Background: an optimization exercise with open tools, aiming at small area, a short achievable clock period and few clock cycles per item. Do not read the settings as production practice. Where RTL was checked, it was by simulation tests only, not by an equivalence proof against the original. For runs 3 and 4, only the layout was checked, not whether the RTL still works.

==> design/flow/design.v <==
`timescale 1ns / 1ps
`default_nettype none
module led_cube_node_to_coordinate_unit (
  input  wire logic        clk_i,
  input  wire logic        rst_ni,
  input  wire logic        start_i,
  output logic             busy_o,
  input  wire logic [17:0] node_index_i,
  output logic             done_o,
  output logic [5:0]       voxel_x_o,
  output logic [5:0]       voxel_y_o,
  output logic [5:0]       voxel_z_o,
  output logic             index_out_of_range_o,
  input  wire logic        cfg_we_i,
  input  wire logic [2:0]  cfg_idx_i,
  input  wire logic [6:0]  cfg_data_i
);
  logic [5:0] wdim_q, hdim_q, ddim_q;
  logic [2:0] corner_q, style_q;
  logic [1:0] sstyle_q;
  logic       layer_q;
  logic [5:0] dim_wr;
  assign dim_wr = (cfg_data_i == 7'd0) ? 6'd0 : (cfg_data_i > 7'd64) ? 6'd63 : 6'(cfg_data_i - 7'd1);
  always_ff @(posedge clk_i or negedge rst_ni) begin
    if (!rst_ni) begin
      wdim_q   <= 6'd0;
      hdim_q   <= 6'd0;
      ddim_q   <= 6'd0;
      corner_q <= 3'd0;
      style_q  <= 3'd0;
      sstyle_q <= 2'd0;
      layer_q  <= 1'b0;
    end else if (cfg_we_i) begin
      case (cfg_idx_i)
        3'd0: wdim_q   <= dim_wr;
        3'd1: hdim_q   <= dim_wr;
        3'd2: ddim_q   <= dim_wr;
        3'd3: corner_q <= cfg_data_i[2:0];
        3'd4: style_q  <= (cfg_data_i[2:1] == 2'b11) ? 3'd0 : cfg_data_i[2:0];
        3'd5: sstyle_q <= (cfg_data_i[1:0] == 2'd3) ? 2'd0 : cfg_data_i[1:0];
        3'd6: layer_q  <= cfg_data_i[0];
        default: ;
      endcase
    end
  end
  function automatic logic [5:0] orient(input logic [5:0] i);
    logic [5:0] e;
    case (i)
      {3'd0, 3'd0}: e = {3'd3, 1'b0, 1'b0, 1'b0};
      {3'd0, 3'd1}: e = {3'd2, 1'b0, 1'b0, 1'b0};
      {3'd0, 3'd2}: e = {3'd5, 1'b0, 1'b0, 1'b0};
      {3'd0, 3'd3}: e = {3'd0, 1'b0, 1'b0, 1'b0};
      {3'd0, 3'd4}: e = {3'd1, 1'b0, 1'b0, 1'b0};
      {3'd0, 3'd5}: e = {3'd4, 1'b0, 1'b0, 1'b0};
      {3'd1, 3'd0}: e = {3'd3, 1'b1, 1'b0, 1'b0};
      {3'd1, 3'd1}: e = {3'd2, 1'b0, 1'b1, 1'b0};
      {3'd1, 3'd2}: e = {3'd5, 1'b1, 1'b0, 1'b0};
      {3'd1, 3'd3}: e = {3'd0, 1'b0, 1'b0, 1'b1};
      {3'd1, 3'd4}: e = {3'd1, 1'b0, 1'b0, 1'b1};
      {3'd1, 3'd5}: e = {3'd4, 1'b0, 1'b1, 1'b0};
      {3'd2, 3'd0}: e = {3'd3, 1'b0, 1'b0, 1'b1};
      {3'd2, 3'd1}: e = {3'd2, 1'b0, 1'b0, 1'b1};
      {3'd2, 3'd2}: e = {3'd5, 1'b0, 1'b1, 1'b0};
      {3'd2, 3'd3}: e = {3'd0, 1'b0, 1'b1, 1'b0};
      {3'd2, 3'd4}: e = {3'd1, 1'b1, 1'b0, 1'b0};
      {3'd2, 3'd5}: e = {3'd4, 1'b1, 1'b0, 1'b0};
      {3'd3, 3'd0}: e = {3'd3, 1'b1, 1'b0, 1'b1};
      {3'd3, 3'd1}: e = {3'd2, 1'b0, 1'b1, 1'b1};
      {3'd3, 3'd2}: e = {3'd5, 1'b1, 1'b1, 1'b0};
      {3'd3, 3'd3}: e = {3'd0, 1'b0, 1'b1, 1'b1};
      {3'd3, 3'd4}: e = {3'd1, 1'b1, 1'b0, 1'b1};
      {3'd3, 3'd5}: e = {3'd4, 1'b1, 1'b1, 1'b0};
      {3'd4, 3'd0}: e = {3'd3, 1'b0, 1'b1, 1'b0};
      {3'd4, 3'd1}: e = {3'd2, 1'b1, 1'b0, 1'b0};
      {3'd4, 3'd2}: e = {3'd5, 1'b0, 1'b0, 1'b1};
      {3'd4, 3'd3}: e = {3'd0, 1'b1, 1'b0, 1'b0};
      {3'd4, 3'd4}: e = {3'd1, 1'b0, 1'b1, 1'b0};
      {3'd4, 3'd5}: e = {3'd4, 1'b0, 1'b0, 1'b1};
      {3'd5, 3'd0}: e = {3'd3, 1'b1, 1'b1, 1'b0};
      {3'd5, 3'd1}: e = {3'd2, 1'b1, 1'b1, 1'b0};
      {3'd5, 3'd2}: e = {3'd5, 1'b1, 1'b0, 1'b1};
      {3'd5, 3'd3}: e = {3'd0, 1'b1, 1'b0, 1'b1};
      {3'd5, 3'd4}: e = {3'd1, 1'b0, 1'b1, 1'b1};
      {3'd5, 3'd5}: e = {3'd4, 1'b0, 1'b1, 1'b1};
      {3'd6, 3'd0}: e = {3'd3, 1'b0, 1'b1, 1'b1};
      {3'd6, 3'd1}: e = {3'd2, 1'b1, 1'b0, 1'b1};
      {3'd6, 3'd2}: e = {3'd5, 1'b0, 1'b1, 1'b0};
      {3'd6, 3'd3}: e = {3'd0, 1'b1, 1'b1, 1'b0};
      {3'd6, 3'd4}: e = {3'd1, 1'b1, 1'b0, 1'b0};
      {3'd6, 3'd5}: e = {3'd4, 1'b1, 1'b1, 1'b0};
      {3'd7, 3'd0}: e = {3'd3, 1'b1, 1'b1, 1'b1};
      {3'd7, 3'd1}: e = {3'd2, 1'b1, 1'b1, 1'b1};
      {3'd7, 3'd2}: e = {3'd5, 1'b1, 1'b1, 1'b0};
      {3'd7, 3'd3}: e = {3'd0, 1'b1, 1'b1, 1'b1};
      {3'd7, 3'd4}: e = {3'd1, 1'b1, 1'b0, 1'b1};
      {3'd7, 3'd5}: e = {3'd4, 1'b1, 1'b0, 1'b0};
      default: e = 6'd0;
    endcase
    orient = e;
  endfunction
  logic [5:0] oe, oe_q;
  logic [5:0] w_m1_d, h_m1_d, d_m1_d;
  logic [8:0] sel_c;
  logic [5:0] w_m1_q, h_m1_q, d_m1_q;
  logic [2:0] refl_c;
  logic       zig_c, alt_c, rev_layer_c, revx_c;
  always_comb begin
    oe = oe_q;
    case (oe[5:3])
      3'd0: begin w_m1_d = wdim_q; h_m1_d = hdim_q; d_m1_d = ddim_q; sel_c = 9'b100010001; end
      3'd1: begin w_m1_d = wdim_q; h_m1_d = ddim_q; d_m1_d = hdim_q; sel_c = 9'b010100001; end
      3'd2: begin w_m1_d = hdim_q; h_m1_d = wdim_q; d_m1_d = ddim_q; sel_c = 9'b100001010; end
      3'd3: begin w_m1_d = hdim_q; h_m1_d = ddim_q; d_m1_d = wdim_q; sel_c = 9'b010001100; end
      3'd4: begin w_m1_d = ddim_q; h_m1_d = wdim_q; d_m1_d = hdim_q; sel_c = 9'b001100010; end
      3'd5: begin w_m1_d = ddim_q; h_m1_d = hdim_q; d_m1_d = wdim_q; sel_c = 9'b001010100; end
      default: begin w_m1_d = wdim_q; h_m1_d = hdim_q; d_m1_d = ddim_q; sel_c = 9'b100010001; end
    endcase
    refl_c      = oe[2:0];
    zig_c       = (sstyle_q == 2'd0);
    alt_c       = (sstyle_q == 2'd2);
    rev_layer_c = !layer_q;
    revx_c      = !layer_q && !h_m1_q[0];
  end
  always_ff @(posedge clk_i) begin
    oe_q   <= orient({corner_q, style_q});
    w_m1_q <= w_m1_d;
    h_m1_q <= h_m1_d;
    d_m1_q <= d_m1_d;
  end
  function automatic logic [6:0] dstep(input logic [5:0] r, input logic b, input logic [5:0] m);
    logic [6:0] t;
    logic [7:0] bw;
    logic       ge;
    logic [5:0] n;
    t = {r, b};
    bw[0] = 1'b1;
    for (int i = 0; i < 7; i++) bw[i+1] = (i < 6 && m[i]) ? (~t[i] | bw[i]) : (~t[i] & bw[i]);
    ge = ~bw[7];
    for (int i = 0; i < 6; i++) n[i] = t[i] ^ (ge & (m[i] ^ bw[i]));
    dstep = {ge, n};
  endfunction
  assign busy_o = 1'b0;
  logic        v_in;
  logic [17:0] idx_in;
  assign v_in   = start_i;
  assign idx_in = node_index_i;
  logic s0_ovf_1;
  logic [5:0] s0_r1_2;
  logic s1_g1_3;
  logic [5:0] s1_r1_4;
  logic s2_g1_5;
  logic [5:0] s2_r1_6;
  logic s3_g1_7;
  logic [5:0] s3_r1_8;
  logic s4_g1_9;
  logic [5:0] s4_r1_10;
  logic s5_g1_11;
  logic [5:0] s5_r1_12;
  logic s6_g1_13;
  logic [5:0] s6_r1_14;
  logic [5:0] s7_qh_15;
  logic s7_ovf_16;
  logic s7_g1_17;
  logic [5:0] s7_r1_18;
  logic s8_g2_19;
  logic [5:0] s8_r2_20;
  logic s8_g1_21;
  logic [5:0] s8_r1_22;
  logic s9_g2_23;
  logic [5:0] s9_r2_24;
  logic s9_g1_25;
  logic [5:0] s9_r1_26;
  logic s10_g2_27;
  logic [5:0] s10_r2_28;
  logic s10_g1_29;
  logic [5:0] s10_r1_30;
  logic s11_g2_31;
  logic [5:0] s11_r2_32;
  logic s11_g1_33;
  logic [5:0] s11_r1_34;
  logic s12_g2_35;
  logic [5:0] s12_r2_36;
  logic s12_g1_37;
  logic [5:0] s12_r1_38;
  logic s13_g2_39;
  logic [5:0] s13_r2_40;
  logic [5:0] s14_z_41;
  logic s14_oor_42;
  logic s14_revl_43;
  logic [5:0] s14_rc_44;
  logic s14_lo_45;
  logic [5:0] s14_u_46;
  logic [5:0] s14_xa_47;
  logic s14_fx_48;
  logic [5:0] s14_vx_49;
  logic [5:0] s14_vy_50;
  logic [5:0] s14_vz_51;
  logic [5:0] s15_ox_52;
  logic [5:0] s15_oy_53;
  logic [5:0] s15_oz_54;
  assign s0_ovf_1 = ({1'b0, idx_in[17:12]} > {1'b0, w_m1_q});
  assign s0_r1_2 = idx_in[17:12];
  assign {s1_g1_3, s1_r1_4} = dstep(s0_r1_2, idx_in[11], w_m1_q);
  assign {s2_g1_5, s2_r1_6} = dstep(p1_r1_q, p1_i10_q, w_m1_q);
  assign {s3_g1_7, s3_r1_8} = dstep(p2_r1_q, p2_i9_q, w_m1_q);
  assign {s4_g1_9, s4_r1_10} = dstep(p3_r1_q, p3_i8_q, w_m1_q);
  assign {s5_g1_11, s5_r1_12} = dstep(p4_r1_q, p4_i7_q, w_m1_q);
  assign {s6_g1_13, s6_r1_14} = dstep(p5_r1_q, p5_i6_q, w_m1_q);
  assign s7_qh_15 = {p6_q1_11_q, p6_q1_10_q, p6_q1_9_q, p6_q1_8_q, p6_q1_7_q, p6_q1_6_q};
  assign s7_ovf_16 = p6_oor_q | (s7_qh_15 > h_m1_q);
  assign {s7_g1_17, s7_r1_18} = dstep(p6_r1_q, p6_i5_q, w_m1_q);
  assign {s8_g2_19, s8_r2_20} = dstep(p7_r2_q, p7_q1_5_q, h_m1_q);
  assign {s8_g1_21, s8_r1_22} = dstep(p7_r1_q, p7_i4_q, w_m1_q);
  assign {s9_g2_23, s9_r2_24} = dstep(p8_r2_q, p8_q1_4_q, h_m1_q);
  assign {s9_g1_25, s9_r1_26} = dstep(p8_r1_q, p8_i3_q, w_m1_q);
  assign {s10_g2_27, s10_r2_28} = dstep(p9_r2_q, p9_q1_3_q, h_m1_q);
  assign {s10_g1_29, s10_r1_30} = dstep(p9_r1_q, p9_i2_q, w_m1_q);
  assign {s11_g2_31, s11_r2_32} = dstep(p10_r2_q, p10_q1_2_q, h_m1_q);
  assign {s11_g1_33, s11_r1_34} = dstep(p10_r1_q, p10_i1_q, w_m1_q);
  assign {s12_g2_35, s12_r2_36} = dstep(p11_r2_q, p11_q1_1_q, h_m1_q);
  assign {s12_g1_37, s12_r1_38} = dstep(p11_r1_q, p11_i0_q, w_m1_q);
  assign {s13_g2_39, s13_r2_40} = dstep(p12_r2_q, p12_q1_0_q, h_m1_q);
  assign s14_z_41 = {p13_z5_q, p13_z4_q, p13_z3_q, p13_z2_q, p13_z1_q, p13_z0_q};
  assign s14_oor_42 = p13_oor_q | (s14_z_41 > d_m1_q);
  assign s14_revl_43 = rev_layer_c & s14_z_41[0];
  assign s14_rc_44 = w_m1_q - p13_r1_q;
  assign s14_lo_45 = (p13_r1_q <= {1'b0, w_m1_q[5:1]});
  assign s14_u_46 = w_m1_q - {p13_r1_q[4:0], 1'b0};
  assign s14_xa_47 = refl_c[0] ? (s14_lo_45 ? s14_u_46 : ~s14_u_46) : (s14_lo_45 ? {p13_r1_q[4:0], 1'b0} : {s14_rc_44[4:0], 1'b1});
  assign s14_fx_48 = zig_c & (p13_r2_q[0] ^ (revx_c & s14_z_41[0]));
  assign s14_vx_49 = alt_c ? s14_xa_47 : ((refl_c[0] ^ s14_fx_48) ? s14_rc_44 : p13_r1_q);
  assign s14_vy_50 = (refl_c[1] ^ s14_revl_43) ? 6'(h_m1_q - p13_r2_q) : p13_r2_q;
  assign s14_vz_51 = refl_c[2] ? 6'(d_m1_q - s14_z_41) : s14_z_41;
  assign s15_ox_52 = {6{~s14_oor_42}} & (({6{sel_c[0]}} & s14_vx_49) | ({6{sel_c[1]}} & s14_vy_50) | ({6{sel_c[2]}} & s14_vz_51));
  assign s15_oy_53 = {6{~s14_oor_42}} & (({6{sel_c[3]}} & s14_vx_49) | ({6{sel_c[4]}} & s14_vy_50) | ({6{sel_c[5]}} & s14_vz_51));
  assign s15_oz_54 = {6{~s14_oor_42}} & (({6{sel_c[6]}} & s14_vx_49) | ({6{sel_c[7]}} & s14_vy_50) | ({6{sel_c[8]}} & s14_vz_51));
  logic p1_oor_q;
  logic [5:0] p1_r1_q;
  logic p1_i0_q;
  logic p1_i1_q;
  logic p1_i2_q;
  logic p1_i3_q;
  logic p1_i4_q;
  logic p1_i5_q;
  logic p1_i6_q;
  logic p1_i7_q;
  logic p1_i8_q;
  logic p1_i9_q;
  logic p1_i10_q;
  logic p1_q1_11_q;
  logic p2_oor_q;
  logic [5:0] p2_r1_q;
  logic p2_i0_q;
  logic p2_i1_q;
  logic p2_i2_q;
  logic p2_i3_q;
  logic p2_i4_q;
  logic p2_i5_q;
  logic p2_i6_q;
  logic p2_i7_q;
  logic p2_i8_q;
  logic p2_i9_q;
  logic p2_q1_11_q;
  logic p2_q1_10_q;
  logic p3_oor_q;
  logic [5:0] p3_r1_q;
  logic p3_i0_q;
  logic p3_i1_q;
  logic p3_i2_q;
  logic p3_i3_q;
  logic p3_i4_q;
  logic p3_i5_q;
  logic p3_i6_q;
  logic p3_i7_q;
  logic p3_i8_q;
  logic p3_q1_11_q;
  logic p3_q1_10_q;
  logic p3_q1_9_q;
  logic p4_oor_q;
  logic [5:0] p4_r1_q;
  logic p4_i0_q;
  logic p4_i1_q;
  logic p4_i2_q;
  logic p4_i3_q;
  logic p4_i4_q;
  logic p4_i5_q;
  logic p4_i6_q;
  logic p4_i7_q;
  logic p4_q1_11_q;
  logic p4_q1_10_q;
  logic p4_q1_9_q;
  logic p4_q1_8_q;
  logic p5_oor_q;
  logic [5:0] p5_r1_q;
  logic p5_i0_q;
  logic p5_i1_q;
  logic p5_i2_q;
  logic p5_i3_q;
  logic p5_i4_q;
  logic p5_i5_q;
  logic p5_i6_q;
  logic p5_q1_11_q;
  logic p5_q1_10_q;
  logic p5_q1_9_q;
  logic p5_q1_8_q;
  logic p5_q1_7_q;
  logic p6_oor_q;
  logic [5:0] p6_r1_q;
  logic p6_i0_q;
  logic p6_i1_q;
  logic p6_i2_q;
  logic p6_i3_q;
  logic p6_i4_q;
  logic p6_i5_q;
  logic p6_q1_11_q;
  logic p6_q1_10_q;
  logic p6_q1_9_q;
  logic p6_q1_8_q;
  logic p6_q1_7_q;
  logic p6_q1_6_q;
  logic p7_oor_q;
  logic [5:0] p7_r1_q;
  logic p7_i0_q;
  logic p7_i1_q;
  logic p7_i2_q;
  logic p7_i3_q;
  logic p7_i4_q;
  logic [5:0] p7_r2_q;
  logic p7_q1_5_q;
  logic p8_oor_q;
  logic [5:0] p8_r1_q;
  logic p8_i0_q;
  logic p8_i1_q;
  logic p8_i2_q;
  logic p8_i3_q;
  logic [5:0] p8_r2_q;
  logic p8_z5_q;
  logic p8_q1_4_q;
  logic p9_oor_q;
  logic [5:0] p9_r1_q;
  logic p9_i0_q;
  logic p9_i1_q;
  logic p9_i2_q;
  logic [5:0] p9_r2_q;
  logic p9_z5_q;
  logic p9_z4_q;
  logic p9_q1_3_q;
  logic p10_oor_q;
  logic [5:0] p10_r1_q;
  logic p10_i0_q;
  logic p10_i1_q;
  logic [5:0] p10_r2_q;
  logic p10_z5_q;
  logic p10_z4_q;
  logic p10_z3_q;
  logic p10_q1_2_q;
  logic p11_oor_q;
  logic [5:0] p11_r1_q;
  logic p11_i0_q;
  logic [5:0] p11_r2_q;
  logic p11_z5_q;
  logic p11_z4_q;
  logic p11_z3_q;
  logic p11_z2_q;
  logic p11_q1_1_q;
  logic p12_oor_q;
  logic [5:0] p12_r1_q;
  logic [5:0] p12_r2_q;
  logic p12_z5_q;
  logic p12_z4_q;
  logic p12_z3_q;
  logic p12_z2_q;
  logic p12_z1_q;
  logic p12_q1_0_q;
  logic p13_oor_q;
  logic [5:0] p13_r1_q;
  logic [5:0] p13_r2_q;
  logic p13_z5_q;
  logic p13_z4_q;
  logic p13_z3_q;
  logic p13_z2_q;
  logic p13_z1_q;
  logic p13_z0_q;
  logic p14_oor_q;
  logic [5:0] p14_ox_q;
  logic [5:0] p14_oy_q;
  logic [5:0] p14_oz_q;
  logic p1_v_q;
  logic p2_v_q;
  logic p3_v_q;
  logic p4_v_q;
  logic p5_v_q;
  logic p6_v_q;
  logic p7_v_q;
  logic p8_v_q;
  logic p9_v_q;
  logic p10_v_q;
  logic p11_v_q;
  logic p12_v_q;
  logic p13_v_q;
  logic p14_v_q;
  always_ff @(posedge clk_i or negedge rst_ni) begin
    if (!rst_ni) begin
      p1_v_q <= 1'b0;
      p2_v_q <= 1'b0;
      p3_v_q <= 1'b0;
      p4_v_q <= 1'b0;
      p5_v_q <= 1'b0;
      p6_v_q <= 1'b0;
      p7_v_q <= 1'b0;
      p8_v_q <= 1'b0;
      p9_v_q <= 1'b0;
      p10_v_q <= 1'b0;
      p11_v_q <= 1'b0;
      p12_v_q <= 1'b0;
      p13_v_q <= 1'b0;
      p14_v_q <= 1'b0;
    end else begin
      p1_v_q <= v_in;
      p2_v_q <= p1_v_q;
      p3_v_q <= p2_v_q;
      p4_v_q <= p3_v_q;
      p5_v_q <= p4_v_q;
      p6_v_q <= p5_v_q;
      p7_v_q <= p6_v_q;
      p8_v_q <= p7_v_q;
      p9_v_q <= p8_v_q;
      p10_v_q <= p9_v_q;
      p11_v_q <= p10_v_q;
      p12_v_q <= p11_v_q;
      p13_v_q <= p12_v_q;
      p14_v_q <= p13_v_q;
    end
  end
  always_ff @(posedge clk_i) begin
    p1_oor_q <= s0_ovf_1;
    p1_r1_q <= s1_r1_4;
    p1_i0_q <= idx_in[0];
    p1_i1_q <= idx_in[1];
    p1_i2_q <= idx_in[2];
    p1_i3_q <= idx_in[3];
    p1_i4_q <= idx_in[4];
    p1_i5_q <= idx_in[5];
    p1_i6_q <= idx_in[6];
    p1_i7_q <= idx_in[7];
    p1_i8_q <= idx_in[8];
    p1_i9_q <= idx_in[9];
    p1_i10_q <= idx_in[10];
    p1_q1_11_q <= s1_g1_3;
    p2_oor_q <= p1_oor_q;
    p2_r1_q <= s2_r1_6;
    p2_i0_q <= p1_i0_q;
    p2_i1_q <= p1_i1_q;
    p2_i2_q <= p1_i2_q;
    p2_i3_q <= p1_i3_q;
    p2_i4_q <= p1_i4_q;
    p2_i5_q <= p1_i5_q;
    p2_i6_q <= p1_i6_q;
    p2_i7_q <= p1_i7_q;
    p2_i8_q <= p1_i8_q;
    p2_i9_q <= p1_i9_q;
    p2_q1_11_q <= p1_q1_11_q;
    p2_q1_10_q <= s2_g1_5;
    p3_oor_q <= p2_oor_q;
    p3_r1_q <= s3_r1_8;
    p3_i0_q <= p2_i0_q;
    p3_i1_q <= p2_i1_q;
    p3_i2_q <= p2_i2_q;
    p3_i3_q <= p2_i3_q;
    p3_i4_q <= p2_i4_q;
    p3_i5_q <= p2_i5_q;
    p3_i6_q <= p2_i6_q;
    p3_i7_q <= p2_i7_q;
    p3_i8_q <= p2_i8_q;
    p3_q1_11_q <= p2_q1_11_q;
    p3_q1_10_q <= p2_q1_10_q;
    p3_q1_9_q <= s3_g1_7;
    p4_oor_q <= p3_oor_q;
    p4_r1_q <= s4_r1_10;
    p4_i0_q <= p3_i0_q;
    p4_i1_q <= p3_i1_q;
    p4_i2_q <= p3_i2_q;
    p4_i3_q <= p3_i3_q;
    p4_i4_q <= p3_i4_q;
    p4_i5_q <= p3_i5_q;
    p4_i6_q <= p3_i6_q;
    p4_i7_q <= p3_i7_q;
    p4_q1_11_q <= p3_q1_11_q;
    p4_q1_10_q <= p3_q1_10_q;
    p4_q1_9_q <= p3_q1_9_q;
    p4_q1_8_q <= s4_g1_9;
    p5_oor_q <= p4_oor_q;
    p5_r1_q <= s5_r1_12;
    p5_i0_q <= p4_i0_q;
    p5_i1_q <= p4_i1_q;
    p5_i2_q <= p4_i2_q;
    p5_i3_q <= p4_i3_q;
    p5_i4_q <= p4_i4_q;
    p5_i5_q <= p4_i5_q;
    p5_i6_q <= p4_i6_q;
    p5_q1_11_q <= p4_q1_11_q;
    p5_q1_10_q <= p4_q1_10_q;
    p5_q1_9_q <= p4_q1_9_q;
    p5_q1_8_q <= p4_q1_8_q;
    p5_q1_7_q <= s5_g1_11;
    p6_oor_q <= p5_oor_q;
    p6_r1_q <= s6_r1_14;
    p6_i0_q <= p5_i0_q;
    p6_i1_q <= p5_i1_q;
    p6_i2_q <= p5_i2_q;
    p6_i3_q <= p5_i3_q;
    p6_i4_q <= p5_i4_q;
    p6_i5_q <= p5_i5_q;
    p6_q1_11_q <= p5_q1_11_q;
    p6_q1_10_q <= p5_q1_10_q;
    p6_q1_9_q <= p5_q1_9_q;
    p6_q1_8_q <= p5_q1_8_q;
    p6_q1_7_q <= p5_q1_7_q;
    p6_q1_6_q <= s6_g1_13;
    p7_oor_q <= s7_ovf_16;
    p7_r1_q <= s7_r1_18;
    p7_i0_q <= p6_i0_q;
    p7_i1_q <= p6_i1_q;
    p7_i2_q <= p6_i2_q;
    p7_i3_q <= p6_i3_q;
    p7_i4_q <= p6_i4_q;
    p7_r2_q <= s7_qh_15;
    p7_q1_5_q <= s7_g1_17;
    p8_oor_q <= p7_oor_q;
    p8_r1_q <= s8_r1_22;
    p8_i0_q <= p7_i0_q;
    p8_i1_q <= p7_i1_q;
    p8_i2_q <= p7_i2_q;
    p8_i3_q <= p7_i3_q;
    p8_r2_q <= s8_r2_20;
    p8_z5_q <= s8_g2_19;
    p8_q1_4_q <= s8_g1_21;
    p9_oor_q <= p8_oor_q;
    p9_r1_q <= s9_r1_26;
    p9_i0_q <= p8_i0_q;
    p9_i1_q <= p8_i1_q;
    p9_i2_q <= p8_i2_q;
    p9_r2_q <= s9_r2_24;
    p9_z5_q <= p8_z5_q;
    p9_z4_q <= s9_g2_23;
    p9_q1_3_q <= s9_g1_25;
    p10_oor_q <= p9_oor_q;
    p10_r1_q <= s10_r1_30;
    p10_i0_q <= p9_i0_q;
    p10_i1_q <= p9_i1_q;
    p10_r2_q <= s10_r2_28;
    p10_z5_q <= p9_z5_q;
    p10_z4_q <= p9_z4_q;
    p10_z3_q <= s10_g2_27;
    p10_q1_2_q <= s10_g1_29;
    p11_oor_q <= p10_oor_q;
    p11_r1_q <= s11_r1_34;
    p11_i0_q <= p10_i0_q;
    p11_r2_q <= s11_r2_32;
    p11_z5_q <= p10_z5_q;
    p11_z4_q <= p10_z4_q;
    p11_z3_q <= p10_z3_q;
    p11_z2_q <= s11_g2_31;
    p11_q1_1_q <= s11_g1_33;
    p12_oor_q <= p11_oor_q;
    p12_r1_q <= s12_r1_38;
    p12_r2_q <= s12_r2_36;
    p12_z5_q <= p11_z5_q;
    p12_z4_q <= p11_z4_q;
    p12_z3_q <= p11_z3_q;
    p12_z2_q <= p11_z2_q;
    p12_z1_q <= s12_g2_35;
    p12_q1_0_q <= s12_g1_37;
    p13_oor_q <= p12_oor_q;
    p13_r1_q <= p12_r1_q;
    p13_r2_q <= s13_r2_40;
    p13_z5_q <= p12_z5_q;
    p13_z4_q <= p12_z4_q;
    p13_z3_q <= p12_z3_q;
    p13_z2_q <= p12_z2_q;
    p13_z1_q <= p12_z1_q;
    p13_z0_q <= s13_g2_39;
    p14_oor_q <= s14_oor_42;
    p14_ox_q <= s15_ox_52;
    p14_oy_q <= s15_oy_53;
    p14_oz_q <= s15_oz_54;
  end
  assign done_o               = p14_v_q;
  assign voxel_x_o            = p14_ox_q;
  assign voxel_y_o            = p14_oy_q;
  assign voxel_z_o            = p14_oz_q;
  assign index_out_of_range_o = p14_oor_q;
endmodule
`default_nettype wire
==> design/flow/run.sh <==
#!/bin/bash
# synth_recipe.tcl (not shown) runs the flow's synth.tcl, then flattens the netlist and writes it again
# the make line also repeats each setting of config.mk as NAME=value (left out here)
make -C /OpenROAD-flow-scripts/flow DESIGN_CONFIG=/design/flow/config.mk WORK_HOME=/design/flow/orfs CLKGATE_MAP_FILE= SYNTH_SCRIPT=/design/flow/synth_recipe.tcl finish
==> design/flow/config.mk <==
export PLATFORM = sky130hd
export DESIGN_NAME = led_cube_node_to_coordinate_unit
export DESIGN_NICKNAME = led_cube_node_to_coordinate_unit
export VERILOG_FILES = /design/flow/design.v
export SDC_FILE = /design/flow/constraint.sdc
export NUM_CORES = 4
export LEC_CHECK = 0
export ABC_AREA = 1
export CAP_MARGIN = 20
export CORE_MARGIN = 2
export CORE_UTILIZATION = 40
export SETUP_SLACK_MARGIN = 3.1
export SLEW_MARGIN = 20
==> design/flow/constraint.sdc <==
create_clock -name core_clock -period 5.5 [get_ports {clk_i}]
set_input_delay 1.1000 -clock core_clock [delete_from_list [all_inputs] [get_ports {clk_i}]]
set_output_delay 1.1000 -clock core_clock [all_outputs]
set_load 0.01 [all_outputs]
==> summary.md, run 1 <==
| Metric | Value |
|---|---|
| Cts-stage hold buffer count | 0 |
| 1st-iter DRT viols | 569 |
| Vias in the first global route | 11300 |
| Most common cell in the netlist | nand2_1 |
| Period utilization | 42.2% |
| Initial antenna violation count | 0 |
| Critical Path AT | 1.22 ns |
| Fillers | 3745 |
| Boundary pin count | 53 |
| CP Class | reg -> out |
| Syn nets | 2179 |
| Top_reg_cell synth | dfxtp_1 |
| Vias | 12700 |
| Layout Nets | 2252 |
| Share of the synthesized area in the top cell type | 38.0% |
| Die Ht | 199 um |
| Synthesis Warnings | 19 |
| CP max FO | 1 |
| Top cells by count, synth | nand2_1, inv_1, dfxtp_1 |
| Final hold viol count | 0 |
| Max Transition Viols Final | 0 |
| Cells after synthesis | 2096 |
| RePlAce Congestion | 0.855 |
| Final setup viols | 0 |
| Skew final | 0.0185 ns |
| Post-layout util | 48.0% |
| Hold slack | 0.316 ns |
| Status | complete, no violations |
| Rows | 71 |
| CP Launch Type | flop |
| RSZ-0062 raised after global routing | yes |
| Avg Inst Size Synth | 7.29 sq um |
| Vias/cell | 4.68 |
| FF+latch count, synth | 331 |
| Crit. End Element | output pin |
| Starting Density | 40.5% |
| Detailed-placement wirelength estimate | 25500 um |
| Multi-input gate area | 0.00708 sq mm |
| Setup slack at placement | 2.11 ns |
| CTS tree | yes |
| Max-cap violations | 0 |
| R2R Path Start | w_m1_q[2] |
| Proportion of layout cells with a drive suffix above 1 | 11.1% |
| Worst Path Required | 4.40 ns |
| Hold endpoint | p8_i3_q |
| Routed wire length | 34900 um |
| Clk latency of the worst-skew pair | 0.55 ns |
| Grt ovf | 0 |
| Post-synth cell types | 44 |
| Register area | 0.00686 sq mm |
| Setup slack after layout | 3.18 ns |
| Post-synth top area cell | dfxtp_1 |
| Area Overhead vs Synth | 18.3% |
| H-tree levels | 2 |
| Die ar. | 0.0398 sq mm |
| Ys async rst share | 12.4% |
| Wire length per cell | 12.9 um |
| N_diodes | 0 |
| GRT Total Usage | 17.8% |
| Tmin final | 2.32 ns |
| Worst-margin pin slew | 0.869 ns |
| Clock Sink Count | 331 |
| Die W | 199 um |
| Worst min path class | reg -> reg |
| WP depth | 1 |
| Pin count of the biggest net entering global routing | 42 |
| Worst-path clk slew | 0.06 ns |
| Crit-path cells | dlygate4sd2_1 |
| Drt first pass iters | 5 |
| Synth top area cells | dfxtp_1, nand2_1, nand3_1 |
| CP max stage delay | 0.38 ns |
| First-pass GRT wire length | 56600 um |
| Sequential area share after synthesis | 44.7% |
| Root buf cell | clkbuf_16 |
| Core Area | 0.0377 sq mm |
| Crit Reg-Reg Endpoint | p14_oy_q[1] |
| Syn Std Cell Area | 0.0153 sq mm |
| Post-synth EDFFs | 0 |
| Slowest cell on crit path | dfxtp_1 |
| Reg2Reg Depth | 15 |
| Hold path depth | 0 |
| # DRC | 0 |
| Input/output buffers | 51 |
| Slew HR | 42.0% |
| Antenna Nets Post-Route | 0 |
| Crit path max-delay family | flip-flops |
| R2R Setup Slk | 3.21 ns |
| Hold path start | p7_i3_q |
| Sum of negative setup slack | 0 ns |
| Worst Path Buf+Inv | 1 |
| Clock tree buffer depth | 3 |
| FMAX | 431 MHz |
| Total CTS buffers | 39 |
-- cell usage in the layout, fill, tap and decap left out, types with 19 or more instances in the layout --
cell type,instances
nand2_2,41
nand3_2,41
dlygate4sd2_1,20
nand3_1,240
ha_1,46
inv_1,324
o21ai_0,75
a21oi_1,38
buf_4,27
o21ai_1,19
dfxtp_1,279
dfrtp_1,41
nand2_1,714
nor2_1,50
clkbuf_16,40
clkdlybuf4s50_1,28
-- per-stage QoR --
step,cell area (sq um),instances
after floorplan,15300,2096
after global placement,16000,2609
after detailed placement,16000,2609
after CTS,17600,2689
after global routing,18100,2710
final,18100,2710
-- how the worst max path moves through the flow --
stage / endpoint / slack [ns] / startpoint
after floorplan: p14_ox_q[2] / 3.14 / w_m1_q[4]
after detailed placement: p14_oz_q[4] / 2.11 / w_m1_q[4]
after CTS: p14_oz_q[4] / 3.07 / w_m1_q[1]
after global routing: p14_oz_q[4] / 3.03 / w_m1_q[2]
after global placement: p14_ox_q[2] / 2.20 / w_m1_q[4]
final: voxel_x_o[0] / 3.18 / p14_ox_q[0]
-- per-layer routing --
metal | GRT usage, % | wire length (um) | vias up
met5 | 0 | 0 | -
met4 | 5.21 | 691 | 0
met3 | 3.51 | 1520 | 46
met2 | 26.6 | 14800 | 215
met1 | 25.8 | 17900 | 5699
li1 | - | - | 6727
-- cell families (layout without fill, tap and decap cells) --
group | count (synthesis) | count (layout) | share of synthesized area (%)
adders and majority gates | 51 | 51 | 4.37
xor gates and xnor gates | 15 | 15 | 0.860
muxes | 1 | 1 | 0.0737
buffers and inverters | 391 | 490 | 11.0
other | 1 | 1 | 0.0246
DFF | 331 | 331 | 44.7
AOI/OAI and AO/OA | 193 | 193 | 7.27
and+or+nand+nor | 1113 | 1117 | 31.7
-- what timing repair did --
item / in CTS / in global routing
gates resized for setup: 54 / 73
endpoints found under the setup margin: 159 / 110
gates cloned: 2 / 3
pin swaps: 2 / 16
buffers inserted: 7 / 18
-- layout make-up --
cell class	count	share of cell area, %
clock buffer	43	5.66
clock inverter	28	2.16
inverter	336	7.21
multi-input combinational	1378	39.2
sequential	331	38.0
tap	511	3.54
timing repair buffer	82	4.23
timing repair inverter	1	0.0485
Testbench counts, summed over its fixed seeds: cycles 32,448, items 32,000.
==> run 2, diff against run 1 <==
==> design/flow/flow/run.sh (new file) <==
#!/bin/bash
# The standard layout, with the port buffers made of sky130_fd_sc_hd__buf_2 cells instead of
# the delay-buffer cells the resizer picks by default.
set -euo pipefail
bash standard.sh BUFFER_PORTS_ARGS="-buffer_cell sky130_fd_sc_hd__buf_2" finish > standard_make.log 2>&1
==> design/flow/standard.sh (new file) <==
#!/bin/bash
# synth_recipe.tcl (not shown) runs the flow's synth.tcl, then flattens the netlist and writes it again
# the make line also repeats each setting of config.mk as NAME=value (left out here)
make -C /OpenROAD-flow-scripts/flow DESIGN_CONFIG=/design/flow/config.mk WORK_HOME=/design/flow/orfs CLKGATE_MAP_FILE= SYNTH_SCRIPT=/design/flow/synth_recipe.tcl "${@:-finish}"
--- a/design/flow/config.mk
+++ b/design/flow/config.mk
@@ -9,5 +9,5 @@
 export CAP_MARGIN = 20
 export CORE_MARGIN = 2
 export CORE_UTILIZATION = 40
-export SETUP_SLACK_MARGIN = 3.1
+export SETUP_SLACK_MARGIN = 3.45
 export SLEW_MARGIN = 20
removed: design/flow/run.sh
==> run 2 against run 1 <==
  * Highest routed layer unchanged
  * Die area did not move
  * Utilization rose by 5.3 points
  * Largest cell class unchanged
  * Final cell count rose by 2.4%
==> summary.md, run 2 <==
| Metric | Value |
|---|---|
| Post-synth cell types | 44 (unchanged) |
| Cts-stage hold buffer count | 0 (unchanged) |
| RSZ-0062 raised after global routing | yes |
| Slowest cell on crit path | dfxtp_4 |
| Total CTS buffers | 38 (-2.6%) |
| Tmin final | 2.17 ns (-0.154 ns) |
| Skew final | 0.0213 ns (+0.00283 ns) |
| Vias in the first global route | 12000 (+6.3%) |
| Die Ht | 199 um (unchanged) |
| Hold slack | 0.304 ns (-0.0119 ns) |
| # DRC | 0 (unchanged) |
| CTS tree | yes |
| CP max stage delay | 0.43 ns (+0.05 ns) |
| Starting Density | 40.5% (unchanged) |
| 1st-iter DRT viols | 913 (+60%) |
| CP max FO | 6 (+5) |
| Hold path depth | 0 (unchanged) |
| Input/output buffers | 51 (unchanged) |
| Final hold viol count | 0 (unchanged) |
| RePlAce Congestion | 0.870 (+1.8%) |
| Worst min path class | reg -> reg |
| Top cells by count, synth | nand2_1, inv_1, dfxtp_1 |
| Worst-margin pin slew | 0.888 ns (+0.0182 ns) |
| Max Transition Viols Final | 0 (unchanged) |
| Pin count of the biggest net entering global routing | 42 (unchanged) |
| Sequential area share after synthesis | 44.7% (unchanged) |
| Avg Inst Size Synth | 7.29 sq um (unchanged) |
| R2R Setup Slk | 3.33 ns (+0.12 ns) |
| Reg2Reg Depth | 18 (+3) |
| Drt first pass iters | 7 (+2) |
| Antenna Nets Post-Route | 0 (unchanged) |
| Die W | 199 um (unchanged) |
| Boundary pin count | 53 (unchanged) |
| Syn nets | 2179 (unchanged) |
| Commonest non-fill, non-tap cell in the layout | nand2_1 |
| CP Launch Type | flop |
| Period utilization | 39.4% (-2.8 points) |
| Setup crit start | w_m1_q[0] |
| FF+latch count, synth | 331 (unchanged) |
| Slew HR | 40.8% (-1.2 points) |
| N_diodes | 0 (unchanged) |
| Crit. End Element | flop |
| Layout Nets | 2318 (+2.9%) |
| Most frequent cells in the layout | nand2_1, inv_1, dfxtp_1, nand3_1, nand2_2 |
| Root buf cell | clkbuf_16 |
| H-tree levels | 2 (unchanged) |
| Fillers | 3519 (-6.0%) |
| Clk latency of the worst-skew pair | 0.55 ns (about the same) |
| Most common cell in the netlist | nand2_1 |
| Vias | 13600 (+7.5%) |
| Max-cap violations | 0 (unchanged) |
| Proportion of layout cells with a drive suffix above 1 | 29.0% (+18 points) |
| Final instance count without filler cells | 2775 (+2.4%) |
| GRT Total Usage | 18.9% (+1.1 points) |
| Hold path start | p12_r1_q[2] |
| Clock Sink Count | 331 (unchanged) |
| Rows | 71 (unchanged) |
| Sum of negative setup slack | 0 ns (unchanged) |
| Vias/cell | 4.92 (+5.0%) |
| Synthesis Warnings | 19 (unchanged) |
| Top_reg_cell synth | dfxtp_1 |
| Hold endpoint | p13_r1_q[2] |
| Post-synth EDFFs | 0 (unchanged) |
| Routed wire length | 42200 um (+21%) |
| Crit Reg-Reg Endpoint | p6_r1_q[1] |
| Initial antenna violation count | 0 (unchanged) |
| R2R Path Start | w_m1_q[0] |
| CP Class | reg -> reg |
| Grt ovf | 0 (unchanged) |
| Syn Std Cell Area | 0.0153 sq mm (unchanged) |
| Core Area | 0.0377 sq mm (unchanged) |
| Most used cell, CP | nand2_2 |
| Die ar. | 0.0398 sq mm (unchanged) |
| Critical Path AT | 2.65 ns (+1.43 ns) |
| FMAX | 461 MHz (+7.1%) |
| Share of the synthesized area in the top cell type | 38.0% (unchanged) |
| Cells after synthesis | 2096 (unchanged) |
| Clock tree buffer depth | 3 (unchanged) |
| Cell Count Post-Placement | 2603 (-0.23%) |
| Detailed-placement wirelength estimate | 25900 um (+1.6%) |
| Crit-path cells | buf_12, inv_8, buf_4, nand2_4, nand2_2, nand2_1, nand3_2, nand2_2, nand3_2, nand2_2, nand3_2, nand2_2, nand3_4, nand2_4, nand3_4, nand2_2, nand2_1, nand2_1 |
| Post-synth top area cell | dfxtp_1 |
| Ys async rst share | 12.4% (unchanged) |
| Final setup viols | 0 (unchanged) |
| Worst-path clk slew | 0.07 ns (about the same) |
| Wire length per cell | 15.2 um (+18%) |
| Synth top area cells | dfxtp_1, nand2_1, nand3_1 |
| Worst Path Required | 5.98 ns (+1.58 ns) |
| First-pass GRT wire length | 59800 um (+5.6%) |
| Area Overhead vs Synth | 31.3% |
| Status | complete, no violations |
## run 2: cell counts after synthesis
No cell type changed its count.
## run 2: cells by family (layout without fill, tap and decap cells)
logic type / count (synthesis) / count (layout) / share of synthesized area [%]
flops: 331 / 331 / 44.7
buf+inv: 391 / 541 / 11.0
other cells: 1 / 1 / 0.0246
fa+ha+maj: 51 / 51 / 4.37
mux: 1 / 1 / 0.0737
simple gates: 1113 / 1131 / 31.7
xor+xnor: 15 / 15 / 0.860
compound gates: 193 / 193 / 7.27
## run 2: worst max path at each step
stage	to	depth (start not counted)
after global routing	p6_r1_q[1]	18
after global placement	p14_oy_q[4]	11
after floorplan	p1_r1_q[0]	14
final	p6_r1_q[1]	18
after CTS	p14_ox_q[5]	14
after detailed placement	p14_oz_q[4]	11
## run 2: final cells by class
class                   count  area, sq um  share of cell area (%)
repair inverters            7         73.8                   0.368
inverters                 336         1340                    6.66
clock buffers              50         1050                    5.22
multi-input cells        1392         8670                    43.2
well taps                 511          639                    3.19
repair buffers            129         1170                    5.84
clock inverters            19          209                    1.04
flip-flops and latches    331         6900                    34.4
## run 2: repair_timing
item                                    CTS  global route
cloned                                    4            24
setup buffers                            23            52
gates resized for setup                  94           406
endpoints found under the setup margin  167           162
pin swaps                                18           108
## run 2: per-layer routing
metal  vias up  GRT usage, %  wire, um
met4         0          6.80      1070
met3        67          3.70      2240
met2       322          29.7     19400
met5         -             0         0
met1      6359          25.8     19500
li1       6894             -         -
## run 2: per-stage QoR
| step | area [sq um] | utilization (%) | worst slack [ns] |
|---|---|---|---|
| floorplan | 15500 | - | 3.26 |
| global placement | 16000 | 42.4 | 2.12 |
| detailed placement | 16000 | 42.4 | 2.17 |
| CTS | 17800 | 47.3 | 3.31 |
| global route | 20000 | 53.2 | 3.22 |
| finish | 20000 | 53.2 | 3.33 |
## run 2: critical path: cells and delay by family (launching register included)
family / cells / cell delay [ns]
simple gates: 15 / 1.35
flops: 1 / 0.43
buf+inv: 3 / 0.31
==> run 3, diff against run 2 <==
--- a/design/flow/design.v
+++ b/design/flow/design.v
@@ -98,14 +98,14 @@
     endcase
     orient = e;
   endfunction
-  logic [5:0] oe, oe_q;
+  logic [5:0] oe;
   logic [5:0] w_m1_d, h_m1_d, d_m1_d;
   logic [8:0] sel_c;
   logic [5:0] w_m1_q, h_m1_q, d_m1_q;
   logic [2:0] refl_c;
   logic       zig_c, alt_c, rev_layer_c, revx_c;
   always_comb begin
-    oe = oe_q;
+    oe = orient({corner_q, style_q});
     case (oe[5:3])
       3'd0: begin w_m1_d = wdim_q; h_m1_d = hdim_q; d_m1_d = ddim_q; sel_c = 9'b100010001; end
       3'd1: begin w_m1_d = wdim_q; h_m1_d = ddim_q; d_m1_d = hdim_q; sel_c = 9'b010100001; end
@@ -122,7 +122,6 @@
     revx_c      = !layer_q && !h_m1_q[0];
   end
   always_ff @(posedge clk_i) begin
-    oe_q   <= orient({corner_q, style_q});
     w_m1_q <= w_m1_d;
     h_m1_q <= h_m1_d;
     d_m1_q <= d_m1_d;
@@ -190,14 +189,15 @@
   logic [5:0] s14_rc_44;
   logic s14_lo_45;
   logic [5:0] s14_u_46;
-  logic [5:0] s14_xa_47;
-  logic s14_fx_48;
-  logic [5:0] s14_vx_49;
-  logic [5:0] s14_vy_50;
-  logic [5:0] s14_vz_51;
-  logic [5:0] s15_ox_52;
-  logic [5:0] s15_oy_53;
-  logic [5:0] s15_oz_54;
+  logic [5:0] s14_uu_47;
+  logic [5:0] s14_xa_48;
+  logic s14_fx_49;
+  logic [5:0] s14_vx_50;
+  logic [5:0] s14_vy_51;
+  logic [5:0] s14_vz_52;
+  logic [5:0] s15_ox_53;
+  logic [5:0] s15_oy_54;
+  logic [5:0] s15_oz_55;
   assign s0_ovf_1 = ({1'b0, idx_in[17:12]} > {1'b0, w_m1_q});
   assign s0_r1_2 = idx_in[17:12];
   assign {s1_g1_3, s1_r1_4} = dstep(s0_r1_2, idx_in[11], w_m1_q);
@@ -224,16 +224,17 @@
   assign s14_oor_42 = p13_oor_q | (s14_z_41 > d_m1_q);
   assign s14_revl_43 = rev_layer_c & s14_z_41[0];
   assign s14_rc_44 = w_m1_q - p13_r1_q;
-  assign s14_lo_45 = (p13_r1_q <= {1'b0, w_m1_q[5:1]});
-  assign s14_u_46 = w_m1_q - {p13_r1_q[4:0], 1'b0};
-  assign s14_xa_47 = refl_c[0] ? (s14_lo_45 ? s14_u_46 : ~s14_u_46) : (s14_lo_45 ? {p13_r1_q[4:0], 1'b0} : {s14_rc_44[4:0], 1'b1});
-  assign s14_fx_48 = zig_c & (p13_r2_q[0] ^ (revx_c & s14_z_41[0]));
-  assign s14_vx_49 = alt_c ? s14_xa_47 : ((refl_c[0] ^ s14_fx_48) ? s14_rc_44 : p13_r1_q);
-  assign s14_vy_50 = (refl_c[1] ^ s14_revl_43) ? 6'(h_m1_q - p13_r2_q) : p13_r2_q;
-  assign s14_vz_51 = refl_c[2] ? 6'(d_m1_q - s14_z_41) : s14_z_41;
-  assign s15_ox_52 = {6{~s14_oor_42}} & (({6{sel_c[0]}} & s14_vx_49) | ({6{sel_c[1]}} & s14_vy_50) | ({6{sel_c[2]}} & s14_vz_51));
-  assign s15_oy_53 = {6{~s14_oor_42}} & (({6{sel_c[3]}} & s14_vx_49) | ({6{sel_c[4]}} & s14_vy_50) | ({6{sel_c[5]}} & s14_vz_51));
-  assign s15_oz_54 = {6{~s14_oor_42}} & (({6{sel_c[6]}} & s14_vx_49) | ({6{sel_c[7]}} & s14_vy_50) | ({6{sel_c[8]}} & s14_vz_51));
+  assign s14_uu_47 = {1'b0, w_m1_q[5:1]} - {1'b0, p13_r1_q[4:0]};
+  assign s14_lo_45 = ~s14_uu_47[5] & ~p13_r1_q[5];
+  assign s14_u_46 = {s14_uu_47[4:0], w_m1_q[0]};
+  assign s14_xa_48 = refl_c[0] ? (s14_lo_45 ? s14_u_46 : ~s14_u_46) : (s14_lo_45 ? {p13_r1_q[4:0], 1'b0} : {s14_rc_44[4:0], 1'b1});
+  assign s14_fx_49 = zig_c & (p13_r2_q[0] ^ (revx_c & s14_z_41[0]));
+  assign s14_vx_50 = alt_c ? s14_xa_48 : ((refl_c[0] ^ s14_fx_49) ? s14_rc_44 : p13_r1_q);
+  assign s14_vy_51 = (refl_c[1] ^ s14_revl_43) ? 6'(h_m1_q - p13_r2_q) : p13_r2_q;
+  assign s14_vz_52 = refl_c[2] ? 6'(d_m1_q - s14_z_41) : s14_z_41;
+  assign s15_ox_53 = {6{~s14_oor_42}} & (({6{sel_c[0]}} & s14_vx_50) | ({6{sel_c[1]}} & s14_vy_51) | ({6{sel_c[2]}} & s14_vz_52));
+  assign s15_oy_54 = {6{~s14_oor_42}} & (({6{sel_c[3]}} & s14_vx_50) | ({6{sel_c[4]}} & s14_vy_51) | ({6{sel_c[5]}} & s14_vz_52));
+  assign s15_oz_55 = {6{~s14_oor_42}} & (({6{sel_c[6]}} & s14_vx_50) | ({6{sel_c[7]}} & s14_vy_51) | ({6{sel_c[8]}} & s14_vz_52));
   logic p1_oor_q;
   logic [5:0] p1_r1_q;
   logic p1_i0_q;
@@ -581,9 +582,9 @@
     p13_z1_q <= p12_z1_q;
     p13_z0_q <= s13_g2_39;
     p14_oor_q <= s14_oor_42;
-    p14_ox_q <= s15_ox_52;
-    p14_oy_q <= s15_oy_53;
-    p14_oz_q <= s15_oz_54;
+    p14_ox_q <= s15_ox_53;
+    p14_oy_q <= s15_oy_54;
+    p14_oz_q <= s15_oz_55;
   end
   assign done_o               = p14_v_q;
   assign voxel_x_o            = p14_ox_q;
==> design/flow/run.sh (new file) <==
#!/bin/bash
# synth_recipe.tcl (not shown) runs the flow's synth.tcl, then flattens the netlist and writes it again
# the make line also repeats each setting of config.mk as NAME=value (left out here)
make -C /OpenROAD-flow-scripts/flow DESIGN_CONFIG=/design/flow/config.mk WORK_HOME=/design/flow/orfs CLKGATE_MAP_FILE= SYNTH_SCRIPT=/design/flow/synth_recipe.tcl finish
--- a/design/flow/config.mk
+++ b/design/flow/config.mk
@@ -9,5 +9,5 @@
 export CAP_MARGIN = 20
 export CORE_MARGIN = 2
 export CORE_UTILIZATION = 40
-export SETUP_SLACK_MARGIN = 3.45
+export SETUP_SLACK_MARGIN = 3.1
 export SLEW_MARGIN = 20
removed: design/flow/flow/run.sh
removed: design/flow/standard.sh
==> run 3 against run 2 <==
  * Still clean
  * Fmax fell by 7.8%
  * Final cell count fell by 5.3%
  * Non-clock buffer count fell by 52
  * First-iteration DRC count fell by 15%
  * Critical path type unchanged
  * Largest cell class unchanged
==> summary.md, run 3 <==
| Metric | Value |
|---|---|
| Sequential area share after synthesis | 45.3% (+0.58 points) |
| Post-synth cell types | 44 (unchanged) |
| Input/output buffers | 51 (unchanged) |
| CP max FO | 9 (+3) |
| Antenna Nets Post-Route | 0 (unchanged) |
| FF+latch count, synth | 325 (-1.8%) |
| Final setup viols | 0 (unchanged) |
| Die W | 196 um (-1.5%) |
| H-tree levels | 2 (unchanged) |
| Syn Std Cell Area | 0.0148 sq mm (-3.0%) |
| Vias/cell | 4.73 (-3.8%) |
| Syn nets | 2140 (-1.8%) |
| Clk latency of the worst-skew pair | 0.51 ns (-0.04 ns) |
| CP Launch Type | flop |
| FMAX | 425 MHz (-7.8%) |
| Post-synth top area cell | dfxtp_1 |
| Root buf cell | clkbuf_16 |
| Crit-path cells | inv_2, nor2_1, a21oi_2, inv_1, nor2_2, clkinv_2, o211ai_1 |
| Final hold viol count | 0 (unchanged) |
| Hold slack | 0.323 ns (+0.0192 ns) |
| Wire length per cell | 12.9 um (-15%) |
| Post-layout util | 47.5% (-5.7 points) |
| GRT Total Usage | 17.5% (-1.4 points) |
| Pin count of the biggest net entering global routing | 42 (unchanged) |
| Starting Density | 40.6% (about the same) |
| N_diodes | 0 (unchanged) |
| Crit. End Element | flop |
| Grt ovf | 0 (unchanged) |
| Die Ht | 196 um (-1.5%) |
| Clock tree buffer depth | 3 (unchanged) |
| Tmin final | 2.35 ns (+0.183 ns) |
| Worst-margin pin slew | 0.880 ns (-0.00733 ns) |
| Clock Sink Count | 325 (-1.8%) |
| Area Overhead vs Synth | 17.1% |
| Commonest non-fill, non-tap cell in the layout | nand2_1 |
| CP max stage delay | 0.47 ns (+0.04 ns) |
| # DRC | 0 (unchanged) |
| RePlAce Congestion | 0.911 (+4.8%) |
| Most common cell in the netlist | nand2_1 |
| Boundary pin count | 53 (unchanged) |
| RSZ-0062 raised after global routing | yes |
| Sum of negative setup slack | 0 ns (unchanged) |
| Multi-input gate area | 0.00690 sq mm (-20%) |
| Max Transition Viols Final | 0 (unchanged) |
| Ys async rst share | 12.6% (+0.23 points) |
| Synthesis Warnings | 19 (unchanged) |
| Most frequent cells in the layout | nand2_1, inv_1, dfxtp_1, nand3_1, nor2_1 |
| Fillers | 3578 (+1.7%) |
| Status | complete, no violations |
| Worst Path Required | 5.87 ns (-0.11 ns) |
| Die ar. | 0.0386 sq mm (-3.0%) |
| Top_reg_cell synth | dfxtp_1 |
| Register area | 0.00673 sq mm (-2.4%) |
| Total CTS buffers | 37 (-2.6%) |
| Detailed-placement wirelength estimate | 23800 um (-8.2%) |
| 1st-iter DRT viols | 778 (-15%) |
| Rows | 70 (-1.4%) |
| Worst min path class | reg -> reg |
| Top cells by count, synth | nand2_1, inv_1, dfxtp_1 |
| CP Class | reg -> reg |
| Period utilization | 42.7% (+3.3 points) |
| Cts-stage hold buffer count | 0 (unchanged) |
| Drt first pass iters | 6 (-1) |
| Layout Nets | 2211 (-4.6%) |
| Vias in the first global route | 11600 (-3.2%) |
| Proportion of layout cells with a drive suffix above 1 | 9.35% (-20 points) |
| Slew HR | 41.3% (+0.49 points) |
| Critical Path AT | 2.72 ns (+0.07 ns) |
| Slowest cell on crit path | dfrtp_1 |
| Initial antenna violation count | 0 (unchanged) |
| Synth top area cells | dfxtp_1, nand2_1, nand3_1 |
| Max-cap violations | 0 (unchanged) |
| Core Area | 0.0365 sq mm (-3.0%) |
| Avg Inst Size Synth | 7.18 sq um (-1.5%) |
| Share of the synthesized area in the top cell type | 38.4% (+0.37 points) |
| Post-synth EDFFs | 0 (unchanged) |
| First-pass GRT wire length | 55600 um (-7.0%) |
| Vias | 12400 (-8.9%) |
| Skew final | 0.00963 ns (-0.0117 ns) |
| Cells after synthesis | 2063 (-1.6%) |
| Worst-path clk slew | 0.06 ns (about the same) |
| CTS tree | yes |
| Routed wire length | 33900 um (-20%) |
run 3: changes by cell type after synthesis, moves of 8 or more:
cell and delta:
o211ai_1 +18, inv_1 -33, a21oi_1 -17, o22ai_1 -8, nand2_1 +64, o21ai_0 -18, nand2_2 -23, nor2_1 +22
o221ai_1 -12
run 3: worst paths after layout:
kind                        startpoint           to  slack, ns  cells past startpoint
max in group asynchronous       rst_ni   style_q[1]       4.18                      1
setup reg to reg            style_q[0]    w_m1_q[3]       3.15                      7
setup / recovery            style_q[0]    w_m1_q[3]       3.15                      7
hold reg to reg            p12_r1_q[1]  p13_r1_q[1]       0.32                      0
hold / removal             p12_r1_q[1]  p13_r1_q[1]       0.32                      0
min in group asynchronous       rst_ni       p1_v_q       0.71                      1
run 3: area by class of cell:
type                            instances  share of cell area [%]
Inverter                              309                    6.89
Timing Repair Buffer                   77                    4.14
Clock inverter                         13                   0.649
Sequential cell                       325                    38.8
Tap cell                              468                    3.38
Clock buffer                           52                    6.25
Multi-Input combinational cell       1383                    39.8
Timing Repair inverter                  1                  0.0505
run 3: routing by layer:
metal / wire length, um / track usage (%) / part of all wire, % / up-vias
met5: 0 / 0 / 0 / -
met1: 15800 / 22.7 / 47 / 5579
met3: 1920 / 3.56 / 5.7 / 47
met4: 547 / 4.29 / 1.6 / 0
li1: - / - / - / 6565
met2: 15600 / 29.8 / 46 / 235
run 3: stage by stage:
stage / std cells / cell area (sq um) / setup WS (ns)
floorplan: 2063 / 14800 / 3.19
global placement: 2535 / 15600 / 2.42
detailed placement: 2535 / 15600 / 2.27
CTS: 2605 / 16900 / 3.11
global route: 2628 / 17300 / 3.08
finish: 2628 / 17300 / 3.15
run 3: timing repair:
item	in CTS	in global routing
pin swaps	2	9
gates cloned	0	4
setup endpoints to repair	141	148
setup buffers	5	19
resized for setup	57	61
hold endpoints to repair	0	0
run 3: kinds of logic (layout without fill, tap and decap cells):
group	count (synthesis)	count (layout)	share of synthesized area, %
simple gates	1176	1179	33.9
buf+inv	358	452	10.2
flops	325	325	45.3
compound gates	136	136	5.25
fa+ha+maj	45	45	4.00
xor+xnor	22	22	1.30
other cells	1	1	0.0253
run 3: critical path, delay by kind of cell, from the launching register on:
kind                   cells  cell delay (ns)
AO/OA/AOI/OAI              2             0.76
buffers and inverters      3             0.57
flip-flops                 1             0.47
AND/OR/NAND/NOR            2             0.40
==> run 4, diff against run 3 <==
--- a/design/flow/design.v
+++ b/design/flow/design.v
@@ -99,13 +99,14 @@
     orient = e;
   endfunction
   logic [5:0] oe;
+  logic [5:0] oe_q;
   logic [5:0] w_m1_d, h_m1_d, d_m1_d;
   logic [8:0] sel_c;
   logic [5:0] w_m1_q, h_m1_q, d_m1_q;
   logic [2:0] refl_c;
   logic       zig_c, alt_c, rev_layer_c, revx_c;
   always_comb begin
-    oe = orient({corner_q, style_q});
+    oe = oe_q;
     case (oe[5:3])
       3'd0: begin w_m1_d = wdim_q; h_m1_d = hdim_q; d_m1_d = ddim_q; sel_c = 9'b100010001; end
       3'd1: begin w_m1_d = wdim_q; h_m1_d = ddim_q; d_m1_d = hdim_q; sel_c = 9'b010100001; end
@@ -122,6 +123,7 @@
     revx_c      = !layer_q && !h_m1_q[0];
   end
   always_ff @(posedge clk_i) begin
+    oe_q   <= orient({corner_q, style_q});
     w_m1_q <= w_m1_d;
     h_m1_q <= h_m1_d;
     d_m1_q <= d_m1_d;
--- a/design/flow/config.mk
+++ b/design/flow/config.mk
@@ -9,5 +9,7 @@
 export CAP_MARGIN = 20
 export CORE_MARGIN = 2
 export CORE_UTILIZATION = 40
+export CTS_BUF_LIST = sky130_fd_sc_hd__clkbuf_8
+export CTS_CLUSTER_SIZE = 30
 export SETUP_SLACK_MARGIN = 3.1
 export SLEW_MARGIN = 20
==> run 4 against run 3 <==
  * Still clean
  * Fmax decreased by 0.11%
  * Wire length grew 6.1%
  * Via count increased by 3.9%
  * Critical endpoint is now voxel_z_o[1]
==> summary.md, run 4 <==
| Metric | Value |
|---|---|
| Top cells by count, synth | nand2_1, inv_1, dfxtp_1 |
| Post-synth top area cell | dfxtp_1 |
| Max Transition Viols Final | 0 (unchanged) |
| # DRC | 0 (unchanged) |
| Syn nets | 2148 (+0.37%) |
| CTS tree | yes |
| Reg2Reg Depth | 13 (+6) |
| Final instance count without filler cells | 2707 (+3.0%) |
| Crit. End Element | output pin |
| Starting Density | 40.6% (+0.085 points) |
| Top_reg_cell synth | dfxtp_1 |
| Post-synth cell types | 45 (+2.3%) |
| Die Ht | 200 um (+1.7%) |
| Worst Path Buf+Inv | 1 (-2) |
| CP Launch Type | flop |
| Vias/cell | 4.77 (+0.86%) |
| Detailed-placement wirelength estimate | 25600 um (+7.7%) |
| Avg Inst Size Synth | 7.42 sq um (+3.3%) |
| Sequential area share after synthesis | 44.5% (-0.79 points) |
| Clock Sink Count | 331 (+1.8%) |
| Slew HR | 41.4% (+0.14 points) |
| Drt first pass iters | 7 (+1) |
| RSZ-0062 raised after global routing | yes |
| Total CTS buffers | 56 (+51%) |
| Clk latency of the worst-skew pair | 0.67 ns (+0.16 ns) |
| Slowest cell on crit path | dfxtp_1 |
| Syn Std Cell Area | 0.0153 sq mm (+3.6%) |
| N_diodes | 0 (unchanged) |
| Crit path max-delay family | flip-flops |
| R2R Path Start | w_m1_q[0] |
| Pin count of the biggest net entering global routing | 42 (unchanged) |
| Cells after synthesis | 2069 (+0.29%) |
| Vias in the first global route | 12400 (+7.0%) |
| Share of the synthesized area in the top cell type | 37.8% (-0.55 points) |
| Rows | 71 (+1.4%) |
| First-pass GRT wire length | 59500 um (+6.9%) |
| Commonest non-fill, non-tap cell in the layout | nand2_1 |
| Layout Nets | 2232 (+0.95%) |
| Die W | 200 um (+1.7%) |
| Most frequent cells in the layout | nand2_1, inv_1, dfxtp_1, nand3_1, o21ai_0 |
| CP Class | reg -> out |
| Status | complete, no violations |
| GRT Total Usage | 18.6% (+1.1 points) |
| Grt ovf | 0 (unchanged) |
| Hold path start | p9_z5_q |
| Fillers | 3630 (+1.5%) |
| Critical Path AT | 1.25 ns (-1.47 ns) |
| Die ar. | 0.0399 sq mm (+3.5%) |
| Tmin final | 2.35 ns (+0.00253 ns) |
| Skew final | 0.0522 ns (+0.0426 ns) |
| Root buf cell | clkbuf_8 |
| Crit-path cells | dlygate4sd2_1 |
| Worst min path class | reg -> reg |
| Most common cell in the netlist | nand2_1 |
| Worst-margin pin slew | 0.878 ns (-0.00206 ns) |
| Ys async rst share | 12.4% (-0.23 points) |
| Final setup viols | 0 (unchanged) |
| Sum of negative setup slack | 0 ns (unchanged) |
| Core Area | 0.0378 sq mm (+3.4%) |
| Max-cap violations | 0 (unchanged) |
| WP depth | 1 (-6) |
| Final hold viol count | 0 (unchanged) |
| Initial antenna violation count | 0 (unchanged) |
| 1st-iter DRT viols | 744 (-4.4%) |
| FF+latch count, synth | 331 (+1.8%) |
| Clock tree buffer depth | 3 (unchanged) |
| Area Overhead vs Synth | 17.0% (about the same) |
| RePlAce Congestion | 0.854 (-6.3%) |
| H-tree levels | 2 (unchanged) |
| Cell Count Post-Placement | 2583 (+1.9%) |
| Post-synth EDFFs | 0 (unchanged) |
| Hold endpoint | p10_z5_q |
| Proportion of layout cells with a drive suffix above 1 | 13.8% (+4.4 points) |
| Input/output buffers | 51 (unchanged) |
| Post-layout util | 47.6% (+0.091 points) |
| Period utilization | 42.8% (+0.046 points) |
| FMAX | 425 MHz (-0.11%) |
| Worst Path Required | 4.40 ns (-1.47 ns) |
| Wire length per cell | 13.3 um (+3.0%) |
| Hold path depth | 0 (unchanged) |
| R2R Setup Slk | 3.18 ns (+0.03 ns) |
| Crit Reg-Reg Endpoint | p14_oy_q[4] |
| CP max FO | 1 (-8) |
| Worst-path clk slew | 0.07 ns (about the same) |
| Routed wire length | 36000 um (+6.1%) |
| Antenna Nets Post-Route | 0 (unchanged) |
| Synth top area cells | dfxtp_1, nand2_1, inv_1 |
| Synthesis Warnings | 19 (unchanged) |
| CP max stage delay | 0.32 ns (-0.15 ns) |
| Vias | 12900 (+3.9%) |
| Boundary pin count | 53 (unchanged) |
-- run 4: kinds of logic after synthesis --
kind of cell	synth area share, %
and+or+nand+nor	32.2
buffers and inverters	10.9
DFF	44.5
AOI/OAI and AO/OA	7.49
adders and majority gates	4.03
xor gates and xnor gates	0.856
other	0.0244
muxes	0.0734
-- run 4: stage by stage --
stage               hold WS, ns  area (sq um)  worst slack (ns)
CTS                       0.290         17600              3.07
global route              0.320         18000              3.03
detailed placement        0.312         16100              2.42
floorplan                 0.310         15300              3.22
global placement          0.310         16100              2.42
finish                    0.286         18000              3.15
-- run 4: final cells by class --
type / count / area [sq um] / area share [%]
Timing Repair Buffer: 77 / 790 / 4.40
Clock inverter: 32 / 275 / 1.53
Sequential cell: 331 / 6850 / 38.1
Inverter: 332 / 1290 / 7.16
Clock buffer: 69 / 950 / 5.29
Timing Repair inverter: 1 / 8.76 / 0.0488
Multi-Input combinational cell: 1354 / 7160 / 39.9
Tap cell: 511 / 639 / 3.56
-- run 4: how the worst max path moves through the flow --
stage	endpoint	start
floorplan	p14_ox_q[4]	w_m1_q[0]
global placement	p1_r1_q[0]	node_index_i[11]
detailed placement	p1_r1_q[0]	node_index_i[11]
CTS	p14_oy_q[5]	w_m1_q[0]
global route	p14_oy_q[4]	w_m1_q[1]
finish	voxel_z_o[1]	p14_oz_q[1]
-- run 4: repair_timing --
item | CTS | global route
hold buffers | 0 | 0
gates resized for setup | 61 | 71
pin swaps | 4 | 16
setup buffers | 3 | 14
cloned | 4 | 2
endpoints found under the setup margin | 133 | 128
-- run 4: routing by layer --
layer / part of all wire [%] / vias up / global-route usage, %
met5: 0 / - / 0
met1: 45 / 5922 / 23.8
met4: 2.0 / 0 / 5.68
li1: - / 6668 / -
met2: 47 / 258 / 31.6
met3: 5.6 / 61 / 3.85

[static timing again, ports no longer ideal]
The results above use ideal ports. As a check the final layouts listed here were re-extracted and re-timed, cells and wires unchanged.
Step 1 sets driving cells, clkbuf_16 on the clock port and buf_2 on the other inputs (assumed; they add their load-dependent delay and slew).
Step 2 times the ports against the registers' clock, not the clock port: input delays grow and output delays shrink by t, the midpoint of the rising clock arrivals with the driver on.
a / b / c = ideal / step 1 / step 2; a / b = the first two.
run | t, ns | setup WS [ns] | hold slack, ns | worst data-port slew with drivers (ns) | pins driven straight from the clock port
run 1 | 0.601 | 3.178 / 3.119 / 2.676 | 0.316 / 0.316 / 0.316 | 0.06 | 1
run 2 | 0.595 | 3.332 / 3.327 / 2.879 | 0.304 / 0.304 / 0.304 | 0.06 | 1
run 3 | 0.561 | 3.149 / 3.149 / 2.711 | 0.323 / 0.323 / 0.323 | 0.04 | 1
run 4 | 0.694 | 3.146 / 3.095 / 2.587 | 0.286 / 0.286 / 0.286 | 0.04 | 1
After both steps every run listed still meets setup and hold. For run 4, which loses most, drivers alone change the setup slack by -0.051 ns; drivers and shift together by -0.559 ns.
